Background: an optimization exercise with open tools, aiming at small area, a short achievable clock period and few clock cycles. Do not read the settings as production practice. The RTL of this run was laid out without a check of its function. Power is estimated from default activity; no workload was simulated.

`config.mk`:
```
export PLATFORM = sky130hd
export DESIGN_NAME = vpu_core
export DESIGN_NICKNAME = vpu_core
export VERILOG_FILES = /design/flow/design.v
export SDC_FILE = /design/flow/constraint.sdc
export NUM_CORES = 4
export LEC_CHECK = 0
export CAP_MARGIN = 20
export CORE_MARGIN = 2
export CORE_UTILIZATION = 40
export SETUP_SLACK_MARGIN = 2.9
export SLEW_MARGIN = 20
```
`run.sh`:
```
#!/bin/bash
# synth_recipe.tcl (not shown) runs the flow's synth.tcl, then flattens the netlist and writes it again
# the make line also repeats each setting of config.mk as NAME=value (left out here)
make -C /OpenROAD-flow-scripts/flow DESIGN_CONFIG=/design/flow/config.mk WORK_HOME=/design/flow/orfs CLKGATE_MAP_FILE= SYNTH_SCRIPT=/design/flow/synth_recipe.tcl finish
```
`design.v`:
```
package vpu_pkg;
    localparam int LANES    = 4;
    localparam int LANE_W   = 16;
    localparam int NUM_REGS = 8;
    localparam int VEC_W    = LANES * LANE_W;
    localparam int REG_AW   = $clog2(NUM_REGS);
    localparam int MEM_AW   = 12;
    localparam int PC_W     = 8;
    localparam int INSTR_W  = 32;
    localparam int IMM_W    = 12;
    localparam int OPC_MSB = 31;
    localparam int OPC_LSB = 28;
    localparam int VD_MSB  = 27;
    localparam int VD_LSB  = 25;
    localparam int VS1_MSB = 24;
    localparam int VS1_LSB = 22;
    localparam int VS2_MSB = 21;
    localparam int VS2_LSB = 19;
    localparam int IMM_MSB = 11;
    localparam int IMM_LSB = 0;
    typedef logic [LANE_W-1:0]  lane_t;
    typedef logic [VEC_W-1:0]   vec_t;
    typedef logic [REG_AW-1:0]  reg_addr_t;
    typedef logic [MEM_AW-1:0]  mem_addr_t;
    typedef logic [PC_W-1:0]    pc_t;
    typedef logic [INSTR_W-1:0] instr_t;
    typedef logic [IMM_W-1:0]   imm_t;
    typedef enum logic [3:0] {
        OP_NOP    = 4'd0,
        OP_VADD   = 4'd1,
        OP_VSUB   = 4'd2,
        OP_VAND   = 4'd3,
        OP_VOR    = 4'd4,
        OP_VXOR   = 4'd5,
        OP_VADDI  = 4'd6,
        OP_VLOAD  = 4'd7,
        OP_VSTORE = 4'd8,
        OP_JUMP   = 4'd9
    } opcode_e;
    typedef enum logic [1:0] {
        WB_NONE = 2'd0,
        WB_ALU  = 2'd1,
        WB_MEM  = 2'd2
    } wb_sel_e;
endpackage
`timescale 1ns/1ps
module fetch_unit (
    input  logic           clk,
    input  logic           rst_n,
    input  logic           advance,
    input  logic           jump,
    input  vpu_pkg::pc_t   jump_target,
    output vpu_pkg::pc_t   pc
);
    vpu_pkg::pc_t pc_next;
    assign pc_next = jump ? jump_target : pc + vpu_pkg::pc_t'(1);
    always_ff @(posedge clk) begin
        if (!rst_n) begin
            pc <= '0;
        end else if (advance) begin
            pc <= pc_next;
        end
    end
endmodule
`timescale 1ns/1ps
module instr_decoder (
    input  vpu_pkg::instr_t    instr,
    input  logic [7:0]         rf_valid,     
    output logic [7:0]         sel_a,
    output logic [7:0]         sel_b,
    output logic               sel_imm,
    output logic               use_a,
    output logic               use_b,
    output logic               writes,
    output logic               op_arith,
    output logic               op_sub,
    output logic               op_and,
    output logic               op_or,
    output logic               op_xor,
    output logic               op_load,
    output logic               op_store,
    output logic               jump
);
    logic [3:0] opc;
    logic [2:0] vs1;
    logic [2:0] vs2;
    logic       is_rr;
    logic       is_addi;
    assign opc = instr[vpu_pkg::OPC_MSB:vpu_pkg::OPC_LSB];
    assign vs1 = instr[vpu_pkg::VS1_MSB:vpu_pkg::VS1_LSB];
    assign vs2 = instr[vpu_pkg::VS2_MSB:vpu_pkg::VS2_LSB];
    assign is_rr    = (opc >= 4'd1) && (opc <= 4'd5);
    assign is_addi  = (opc == 4'd6);
    assign op_load  = (opc == 4'd7);
    assign op_store = (opc == 4'd8);
    assign jump     = (opc == 4'd9);
    assign writes   = is_rr || is_addi || op_load;
    assign op_arith = (opc == 4'd1) || (opc == 4'd2) || is_addi;
    assign op_sub   = (opc == 4'd2);
    assign op_and   = (opc == 4'd3);
    assign op_or    = (opc == 4'd4);
    assign op_xor   = (opc == 4'd5);
    assign sel_imm  = is_addi;
    assign use_a    = is_rr || is_addi;
    assign use_b    = is_rr || op_store;
    always_comb begin
        for (int i = 0; i < 8; i++) begin
            sel_a[i] = use_a && (vs1 == 3'(i)) && rf_valid[i];
            sel_b[i] = use_b && (vs2 == 3'(i)) && rf_valid[i];
        end
    end
endmodule
`timescale 1ns/1ps
module vector_regfile (
    input  logic               clk,
    input  logic [7:0]         wen,
    input  vpu_pkg::vec_t      wdata,
    input  logic [7:0]         sel_a,
    input  logic [7:0]         sel_b,
    input  logic               sel_imm,
    input  logic               sel_wr_a,
    input  logic               sel_wr_b,
    input  vpu_pkg::imm_t      imm,
    output vpu_pkg::vec_t      rdata_a,
    output vpu_pkg::vec_t      rdata_b
);
    vpu_pkg::vec_t regs [vpu_pkg::NUM_REGS];
    vpu_pkg::vec_t imm_vec;
    always_ff @(posedge clk) begin
        for (int i = 0; i < vpu_pkg::NUM_REGS; i++) begin
            if (wen[i]) begin
                regs[i] <= wdata;
            end
        end
    end
    assign imm_vec = {vpu_pkg::LANES{{(vpu_pkg::LANE_W-vpu_pkg::IMM_W){1'b0}}, imm}};
    always_comb begin
        rdata_a = wdata & {vpu_pkg::VEC_W{sel_wr_a}};
        rdata_b = (imm_vec & {vpu_pkg::VEC_W{sel_imm}}) | (wdata & {vpu_pkg::VEC_W{sel_wr_b}});
        for (int i = 0; i < vpu_pkg::NUM_REGS; i++) begin
            rdata_a = rdata_a | (regs[i] & {vpu_pkg::VEC_W{sel_a[i]}});
            rdata_b = rdata_b | (regs[i] & {vpu_pkg::VEC_W{sel_b[i]}});
        end
    end
endmodule
`timescale 1ns/1ps
module vector_alu (
    input  logic             op_arith,
    input  logic             op_sub,
    input  logic             op_and,
    input  logic             op_or,
    input  logic             op_xor,
    input  logic             op_load,
    input  vpu_pkg::vec_t    vec_p,
    input  vpu_pkg::vec_t    vec_g,
    input  vpu_pkg::vec_t    mem_data,
    output vpu_pkg::vec_t    carry,
    output vpu_pkg::vec_t    result_c0,
    output vpu_pkg::vec_t    result_c1
);
    localparam int W = vpu_pkg::LANE_W;
    for (genvar l = 0; l < vpu_pkg::LANES; l++) begin : g_lane
        logic [W-1:0] p;
        logic [W-1:0] g;
        logic [W-1:0] gl [5];
        logic [W-1:0] pl [5];
        logic [W-1:0] q;
        logic [W-1:0] other;
        assign p = vec_p[l*W +: W];
        assign g = vec_g[l*W +: W];
        always_comb begin
            gl[0] = g;
            pl[0] = p;
            for (int k = 1; k < 5; k++) begin
                for (int i = 0; i < W; i++) begin
                    if (i >= (1 << (k - 1))) begin
                        gl[k][i] = gl[k-1][i] | (pl[k-1][i] & gl[k-1][i - (1 << (k - 1))]);
                        pl[k][i] = pl[k-1][i] & pl[k-1][i - (1 << (k - 1))];
                    end else begin
                        gl[k][i] = gl[k-1][i];
                        pl[k][i] = pl[k-1][i];
                    end
                end
            end
        end
        assign carry[l*W +: W] = {gl[4][W-2:0], 1'b0};
        assign q     = p ^ {W{op_sub}};
        assign other = (g & {W{op_and}})
                     | ((p | g) & {W{op_or}})
                     | (p & {W{op_xor}})
                     | (mem_data[l*W +: W] & {W{op_load}});
        assign result_c0[l*W +: W] = ( q & {W{op_arith}}) | other;
        assign result_c1[l*W +: W] = (~q & {W{op_arith}}) | other;
    end
endmodule
`timescale 1ns/1ps
module operand_forward (
    input  logic               fwd,
    input  vpu_pkg::vec_t      rf_data,
    input  vpu_pkg::vec_t      ex_result,
    output vpu_pkg::vec_t      operand
);
    assign operand = fwd ? ex_result : rf_data;
endmodule
`timescale 1ns/1ps
module vpu_core (
    input  logic               clk,
    input  logic               rst_n,
    input  logic               en,
    output vpu_pkg::pc_t       pc,
    input  vpu_pkg::instr_t    instr,
    output vpu_pkg::mem_addr_t mem_addr,
    output logic               mem_read,
    output logic               mem_write,
    output vpu_pkg::vec_t      mem_wdata,
    input  vpu_pkg::vec_t      mem_rdata,
    output logic               data_out_vld,
    output vpu_pkg::vec_t      data_out,
    output vpu_pkg::reg_addr_t reg_wb
);
    logic [7:0]         id_sel_a;
    logic [7:0]         id_sel_b;
    logic               id_sel_imm;
    logic               id_use_a;
    logic               id_use_b;
    logic               id_writes;
    logic               id_arith;
    logic               id_sub;
    logic               id_and;
    logic               id_or;
    logic               id_xor;
    logic               id_load;
    logic               id_store;
    logic               id_jump;
    logic               stall;
    logic               advance;
    logic [7:0]         rf_valid;
    logic               id_wr_a;
    logic               id_wr_b;
    logic [7:0]         rd_sel_a;
    logic [7:0]         rd_sel_b;
    logic               rd_sel_imm;
    logic               rd_wr_a;
    logic               rd_wr_b;
    logic               rd_use_a;
    logic               rd_use_b;
    logic               rd_writes;
    logic               rd_arith;
    logic               rd_sub;
    logic               rd_and;
    logic               rd_or;
    logic               rd_xor;
    logic               rd_load;
    logic               rd_store;
    vpu_pkg::reg_addr_t rd_vd;
    vpu_pkg::reg_addr_t rd_vs1;
    vpu_pkg::reg_addr_t rd_vs2;
    vpu_pkg::imm_t      rd_imm;
    vpu_pkg::vec_t      rd_a;
    vpu_pkg::vec_t      rd_b;
    logic [7:0]         rd_wen;
    logic [7:0]         ex_wen;
    logic               ex_writes;
    logic               ex_store;
    vpu_pkg::reg_addr_t ex_vd;
    vpu_pkg::mem_addr_t mem_addr_q;
    logic               fwd_a;
    logic               fwd_b;
    logic               ex_arith;
    logic               ex_sub;
    logic               ex_and;
    logic               ex_or;
    logic               ex_xor;
    logic               ex_load;
    vpu_pkg::vec_t      ex_p;
    vpu_pkg::vec_t      ex_g;
    vpu_pkg::vec_t      rd_p_c0;
    vpu_pkg::vec_t      rd_p_c1;
    vpu_pkg::vec_t      rd_g_c0;
    vpu_pkg::vec_t      rd_g_c1;
    vpu_pkg::vec_t      rd_p;
    vpu_pkg::vec_t      rd_g;
    vpu_pkg::vec_t      ex_result;
    vpu_pkg::vec_t      ex_carry;
    vpu_pkg::vec_t      ex_result_c0;
    vpu_pkg::vec_t      ex_result_c1;
    vpu_pkg::vec_t      rd_op_a_c0;
    vpu_pkg::vec_t      rd_op_a_c1;
    vpu_pkg::vec_t      rd_op_b_c0;
    vpu_pkg::vec_t      rd_op_b_c1;
    logic               wb_valid;
    logic [7:0]         wb_wen;
    vpu_pkg::reg_addr_t wb_vd;
    vpu_pkg::vec_t      wb_data;
    assign stall   = rd_load && ex_store;
    assign advance = en && !stall;
    fetch_unit u_fetch (
        .clk         (clk),
        .rst_n       (rst_n),
        .advance     (advance),
        .jump        (id_jump),
        .jump_target (instr[vpu_pkg::PC_W-1:0]),
        .pc          (pc)
    );
    instr_decoder u_decoder (
        .instr    (instr),
        .rf_valid (rf_valid | wb_wen),
        .sel_a    (id_sel_a),
        .sel_b    (id_sel_b),
        .sel_imm  (id_sel_imm),
        .use_a    (id_use_a),
        .use_b    (id_use_b),
        .writes   (id_writes),
        .op_arith (id_arith),
        .op_sub   (id_sub),
        .op_and   (id_and),
        .op_or    (id_or),
        .op_xor   (id_xor),
        .op_load  (id_load),
        .op_store (id_store),
        .jump     (id_jump)
    );
    always_ff @(posedge clk) begin
        if (!rst_n) begin
            rd_writes <= 1'b0;
            rd_load   <= 1'b0;
            rd_store  <= 1'b0;
        end else if (advance) begin
            rd_writes <= id_writes;
            rd_load   <= id_load;
            rd_store  <= id_store;
        end
    end
    assign id_wr_a = id_use_a && ex_writes && (instr[vpu_pkg::VS1_MSB:vpu_pkg::VS1_LSB] == ex_vd);
    assign id_wr_b = id_use_b && ex_writes && (instr[vpu_pkg::VS2_MSB:vpu_pkg::VS2_LSB] == ex_vd);
    always_ff @(posedge clk) begin
        if (advance) begin
            rd_sel_a   <= id_wr_a ? 8'd0 : id_sel_a;
            rd_sel_b   <= id_wr_b ? 8'd0 : id_sel_b;
            rd_wr_a    <= id_wr_a;
            rd_wr_b    <= id_wr_b;
            rd_sel_imm <= id_sel_imm;
            rd_use_a   <= id_use_a;
            rd_use_b   <= id_use_b;
            rd_arith   <= id_arith;
            rd_sub     <= id_sub;
            rd_and     <= id_and;
            rd_or      <= id_or;
            rd_xor     <= id_xor;
            rd_vd      <= instr[vpu_pkg::VD_MSB:vpu_pkg::VD_LSB];
            rd_vs1     <= instr[vpu_pkg::VS1_MSB:vpu_pkg::VS1_LSB];
            rd_vs2     <= instr[vpu_pkg::VS2_MSB:vpu_pkg::VS2_LSB];
            rd_imm     <= instr[vpu_pkg::IMM_MSB:vpu_pkg::IMM_LSB];
        end
    end
    vector_regfile u_regfile (
        .clk     (clk),
        .wen      (wb_wen & {8{en}}),
        .wdata    (wb_data),
        .sel_a    (rd_sel_a),
        .sel_b    (rd_sel_b),
        .sel_imm  (rd_sel_imm),
        .sel_wr_a (rd_wr_a),
        .sel_wr_b (rd_wr_b),
        .imm     (rd_imm),
        .rdata_a (rd_a),
        .rdata_b (rd_b)
    );
    always_comb begin
        for (int i = 0; i < 8; i++) begin
            rd_wen[i] = rd_writes && (rd_vd == 3'(i));
        end
    end
    always_ff @(posedge clk) begin
        if (!rst_n) begin
            ex_wen    <= '0;
            ex_writes <= 1'b0;
            ex_store  <= 1'b0;
        end else if (en) begin
            ex_wen    <= stall ? 8'd0 : rd_wen;
            ex_writes <= rd_writes && !stall;
            ex_store  <= rd_store && !stall;
        end
    end
    assign fwd_a = rd_use_a && ex_writes && (rd_vs1 == ex_vd);
    assign fwd_b = rd_use_b && ex_writes && (rd_vs2 == ex_vd);
    operand_forward u_fwd_a0 (
        .fwd       (fwd_a),
        .rf_data   (rd_a),
        .ex_result (ex_result_c0),
        .operand   (rd_op_a_c0)
    );
    operand_forward u_fwd_a1 (
        .fwd       (fwd_a),
        .rf_data   (rd_a),
        .ex_result (ex_result_c1),
        .operand   (rd_op_a_c1)
    );
    operand_forward u_fwd_b0 (
        .fwd       (fwd_b),
        .rf_data   (rd_b),
        .ex_result (ex_result_c0),
        .operand   (rd_op_b_c0)
    );
    operand_forward u_fwd_b1 (
        .fwd       (fwd_b),
        .rf_data   (rd_b),
        .ex_result (ex_result_c1),
        .operand   (rd_op_b_c1)
    );
    assign rd_p_c0 = rd_op_a_c0 ^ {vpu_pkg::VEC_W{rd_sub}} ^ rd_op_b_c0;
    assign rd_p_c1 = rd_op_a_c1 ^ {vpu_pkg::VEC_W{rd_sub}} ^ rd_op_b_c1;
    assign rd_g_c0 = (rd_op_a_c0 ^ {vpu_pkg::VEC_W{rd_sub}}) & rd_op_b_c0;
    assign rd_g_c1 = (rd_op_a_c1 ^ {vpu_pkg::VEC_W{rd_sub}}) & rd_op_b_c1;
    assign rd_p    = ex_carry & rd_p_c1 | ~ex_carry & rd_p_c0;
    assign rd_g    = ex_carry & rd_g_c1 | ~ex_carry & rd_g_c0;
    always_ff @(posedge clk) begin
        if (en) begin
            ex_vd    <= rd_vd;
            ex_arith <= rd_arith;
            ex_sub   <= rd_sub;
            ex_and   <= rd_and;
            ex_or    <= rd_or;
            ex_xor   <= rd_xor;
            ex_load  <= rd_load;
            ex_p     <= rd_p;
            ex_g     <= rd_g;
        end
    end
    always_ff @(posedge clk) begin
        if (en) begin
            mem_addr_q <= (rd_store || stall) ? rd_imm : instr[vpu_pkg::IMM_MSB:vpu_pkg::IMM_LSB];
        end
    end
    assign mem_addr  = mem_addr_q;
    assign mem_read  = en;
    assign mem_write = en && ex_store;
    assign mem_wdata = ex_p;
    vector_alu u_alu (
        .op_arith (ex_arith),
        .op_sub   (ex_sub),
        .op_and   (ex_and),
        .op_or    (ex_or),
        .op_xor   (ex_xor),
        .op_load  (ex_load),
        .vec_p    (ex_p),
        .vec_g    (ex_g),
        .mem_data  (mem_rdata),
        .carry     (ex_carry),
        .result_c0 (ex_result_c0),
        .result_c1 (ex_result_c1)
    );
    assign ex_result = ex_carry & ex_result_c1 | ~ex_carry & ex_result_c0;
    always_ff @(posedge clk) begin
        if (!rst_n) begin
            wb_valid <= 1'b0;
            wb_wen   <= '0;
            rf_valid <= '0;
        end else if (en) begin
            wb_valid <= ex_writes;
            wb_wen   <= ex_wen;
            rf_valid <= rf_valid | wb_wen;
        end
    end
    always_ff @(posedge clk) begin
        if (en) begin
            wb_vd   <= ex_vd;
            wb_data <= ex_result;
        end
    end
    assign data_out_vld = en && wb_valid;
    assign data_out     = wb_data;
    assign reg_wb       = wb_vd;
endmodule
```
`constraint.sdc`:
```
create_clock -name core_clock -period 5.5 [get_ports {clk}]
set_input_delay 1.1000 -clock core_clock [delete_from_list [all_inputs] [get_ports {clk}]]
set_output_delay 1.1000 -clock core_clock [all_outputs]
set_load 0.01 [all_outputs]
```
==> run summary <==
[registers in the layout, summed over array words and instances (netlist names), 8 cells and up]
| name | flops |
|---|---|
| u_regfile.regs | 512 |
| ex_g | 64 |
| ex_p | 64 |
| wb_data | 64 |
| mem_addr_q | 12 |
| rd_imm | 12 |
| ex_wen | 8 |
| rd_sel_a | 8 |
| rd_sel_b | 8 |
| rf_valid | 8 |
| u_fetch.pc | 8 |
| wb_wen | 8 |
[worst max-delay path, delay by kind of cell, from the launching register on]
family                     cells  cell delay [ns]
adders and majority gates      1             0.28
and+or+nand+nor                2             0.38
DFF                            1             0.42
muxes                          1             0.25
xor gates and xnor gates       1             0.18
AOI/OAI and AO/OA              2             0.42
buffers and inverters          4             0.59
[cell usage after synthesis (all sizes together) (3+ instances only)]
cell | count | area, µm²
nand3b | 5 | 37.54
ha | 125 | 1564
xor2 | 128 | 1121
a32oi | 3 | 26.28
a22oi | 217 | 1629
a31oi | 4 | 25.02
edfxtp | 775 | 23270
a21oi | 372 | 1877
xnor2 | 70 | 613.1
buf | 54 | 232.7
nand2 | 196 | 735.7
o2bb2ai | 3 | 26.28
inv | 18 | 67.56
a221oi | 112 | 1016
a21o | 22 | 172.7
nor2b | 88 | 550.5
a41o | 3 | 30.03
a22o | 124 | 1086
a222oi | 126 | 1261
o21bai | 8 | 63.81
o21ai | 23 | 137.6
nor3 | 54 | 290.3
nor3b | 4 | 30.03
nand2b | 6 | 45.04
nor2 | 192 | 720.7
mux2i | 72 | 720.7
and2 | 15 | 93.84
a21boi | 6 | 45.04
dfxtp | 38 | 760.7
mux2 | 122 | 1381
o21ba | 3 | 30.03
o21a | 12 | 90.09
o211a | 4 | 40.04
nor4 | 4 | 25.02
clkbuf | 192 | 720.7
and3 | 7 | 43.79
o31ai | 3 | 41.29
o41ai | 3 | 26.28
nand4 | 5 | 31.28
nand3 | 153 | 770.7
[metal layers]
| layer | vias up | share of wire (%) |
|---|---|---|
| met5 | - | 0.064 |
| met4 | 8 | 5.2 |
| met3 | 405 | 12 |
| met2 | 2105 | 45 |
| met1 | 16610 | 38 |
| li1 | 14430 | - |
[kinds of logic (layout without fill, tap and decap cells)]
logic type                 Yosys count  after routing  synth area share, %
AOI/OAI and AO/OA                 1055           1055                18.48
xor gates and xnor gates           198            198                4.171
adders and majority gates          125            125                3.762
buffers and inverters              265            793                2.465
DFF                                813            813                57.80
muxes                              194            194                5.056
other                                0              1                    0
and+or+nand+nor                    737            744                8.261
[per-stage QoR]
stage / instance area (µm²) / util (%) / power (mW) / hold slack, ns
finish: 54350 / 52.59 / 15.95 / 0.4177
global route: 54350 / 52.59 / 16.44 / 0.4234
CTS: 52380 / 50.69 / 15.77 / 0.4182
detailed placement: 45550 / 44.07 / 9.452 / 0.4045
global placement: 45550 / 44.07 / 9.430 / 0.4044
floorplan: 41590 / - / 8.595 / 0.4003
[final timing paths]
| path | startpoint | to | slack, ns |
|---|---|---|---|
| max | ex_vd[1]$_DFFE_PP_ | ex_p[40]$_DFFE_PP_ | 2.71 |
| min | rd_arith$_DFFE_PP_ | ex_arith$_DFFE_PP_ | 0.42 |
| max reg2reg | ex_vd[1]$_DFFE_PP_ | ex_p[40]$_DFFE_PP_ | 2.71 |
| min reg2reg | rd_arith$_DFFE_PP_ | ex_arith$_DFFE_PP_ | 0.42 |
[layout make-up]
class / instances / area, µm² / share of cell area [%]
Sequential cell: 813 / 24040 / 44.23
Multi-Input combinational cell: 2316 / 18920 / 34.81
Timing Repair Buffer: 608 / 6631 / 12.20
Clock buffer: 112 / 2399 / 4.413
Tap cell: 1380 / 1727 / 3.177
Clock inverter: 54 / 556.8 / 1.024
Inverter: 19 / 76.32 / 0.1404
Antenna cell: 1 / 2.502 / 0.004604
[repair_timing]
item                                    CTS  global route
resized for setup                       532           352
pin swaps                                53            84
setup buffers                           206            42
cloned                                   40            10
endpoints found under the setup margin  404           174
[report_power, final]
group	switching (mW)	total [mW]	internal [mW]	leakage [nW]
Sequential	0.155	7.27	7.12	7.50
Combinational	1.46	2.52	1.06	10.2
Clock	2.59	6.16	3.57	1.43
Total	4.20	16.0	11.8	19.2
==> results.json <==
{
  "drc": 0,
  "max_freq_mhz": 358.6,
  "post-route-worst-setup-slack_ns": 2.711,
  "met2_usage_pct": 44.01,
  "asyncSetResetFlopFracSynth_pct": 0,
  "cts.sink_count": 813,
  "finalCriticalPeriod_ns": 2.789,
  "drive_gt1_share_pct": 27.79,
  "crit_arrival_ns": 3.20,
  "setup_viol": 0,
  "start_kind": "register",
  "syn_avg_cell_area_um2": 12.28,
  "cts_hold_buffers": 0,
  "timing.final.crit_share_pct": 50.71,
  "timing.reg2reg.worst_path_depth": 11,
  "numCtsBuffers": 91,
  "cts_root_buffer": "clkbuf_16",
  "largest_net_degree_at_the_start_of_global_routing": 76,
  "rsz0062_at_grt": "true",
  "fp.dieArea_mm2": 0.1065,
  "worst-slew-pin-transition_ns": 1.149,
  "netlist_area_before_placement_mm2": 0.04158,
  "core_region_area_mm2": 0.1033,
  "synthToLayoutAreaGrowth_pct": 30.73,
  "powerDensity_mw_per_mm2": 293.5,
  "place_inst": 4838,
  "endpoint_kind": "register",
  "globalRouteMet1Util_pct": 36.19,
  "clk_latency_ns": 0.67,
  "report.final.hold_viol_count": 0,
  "timing.setup.tns_ns": 0,
  "first_pass_iters": 11,
  "timing.critical_path.slowest_cell_delay_ns": 0.42,
  "top_usage_layer": "met2",
  "routed_via_density": 6.328,
  "first_iter_violations": 4960,
  "finalNonFillerCells": 5303,
  "final.fill_count": 8853,
  "place_hpwl_um": 80540,
  "num-nets-final": 4073,
  "vdd_drop_max_mv": 0.2295,
  "cts_buffer_depth": 3,
  "grt_antenna_before_repair": 7,
  "synth_warnings": 14,
  "max_cap_violations": 0,
  "port_buffers": 245,
  "post_synthesis_net_count": 3611,
  "detailedPlace.worstSlack_ns": 1.909,
  "wl_per_cell_um": 29.82,
  "timing.critical_path.fanout_max": 5,
  "final_max_slew_viol_count": 0,
  "gp_congestion": 0.8183,
  "detail-route-antenna-nets": 0,
  "die_height_um": 326.4,
  "yosys_most_used_dff": "edfxtp_1",
  "outcome": "no timing/DRC/antenna violations",
  "first_global_vias": 32440,
  "edff_count_synth": 775,
  "drt_wl_total_um": 158100,
  "p_leak_nw": 19.18,
  "sequence_of_cells_on_the_critical_path": "buf_4 -> buf_4 -> xor2_2 -> nor3_4 -> buf_6 -> buf_4 -> a21o_4 -> nor2_1 -> a21oi_1 -> ha_2 -> mux2_2",
  "syn_inst": 3387,
  "placement_rows": 118,
  "synth_seq_area_share_pct": 57.80,
  "global_route_wire_length_before_repair_um": 221600,
  "globalRouteOverflowTotal": 0,
  "hold_depth": 0,
  "synth_cell_type_count": 67,
  "crit_path_top_delay_cell": "edfxtp_1",
  "starting_density_pct": 40.23,
  "worst_slew_margin_rel_pct": 23.38,
  "groute.usage.overall_pct": 28.03,
  "via_count": 33560,
  "width_of_the_chip_um": 326.4,
  "global_route_track_usage_on_met3_pct": 7.335,
  "clk_pin_slew_worst_paths_ns": 0.06,
  "top_level_ports": 253,
  "final.setup_skew_ns": 0.03757,
  "h_tree_levels": 3,
  "layout.cells.most_common": "edfxtp_1",
  "clock_tree_from_tritoncts": "done",
  "crit_required_ns": 5.92,
  "kind_of_critical_path": "reg2reg",
  "ys_seq_elements": 813,
  "layout_common_cells": "edfxtp_1, buf_4, a21oi_1",
  "most_frequent_cp_cell": "buf_4",
  "worstHoldPathType": "reg2reg"
}

## re-timing with driven ports
Ports are ideal in the flow. The routed layout listed here was re-timed in OpenROAD.
Step 1 (the two cells are an assumption about what drives the block):
set clk [get_ports {clk}]
set_driving_cell -lib_cell sky130_fd_sc_hd__clkbuf_16 $clk
set_driving_cell -lib_cell sky130_fd_sc_hd__buf_2 [delete_from_list [all_inputs] $clk]
Step 2 also shifts input and output timing later by t, the mid clock arrival at the registers, as if the neighbouring blocks saw the same clock.
Slacks: ideal / step 1 / step 2; pairs: ideal / step 1.
shift t [ns]: 0.721
slack for setup (ns): 2.711 / 2.470 / 1.858
worst setup path at the end: input to register
worst register clock-pin slew, ns: 0.07 / 0.07
worst data-port slew with drivers (ns): 0.49
After both steps setup and hold are still met in this run. The setup slack of this run moves by -0.241 ns with the drivers and by -0.853 ns with both steps.
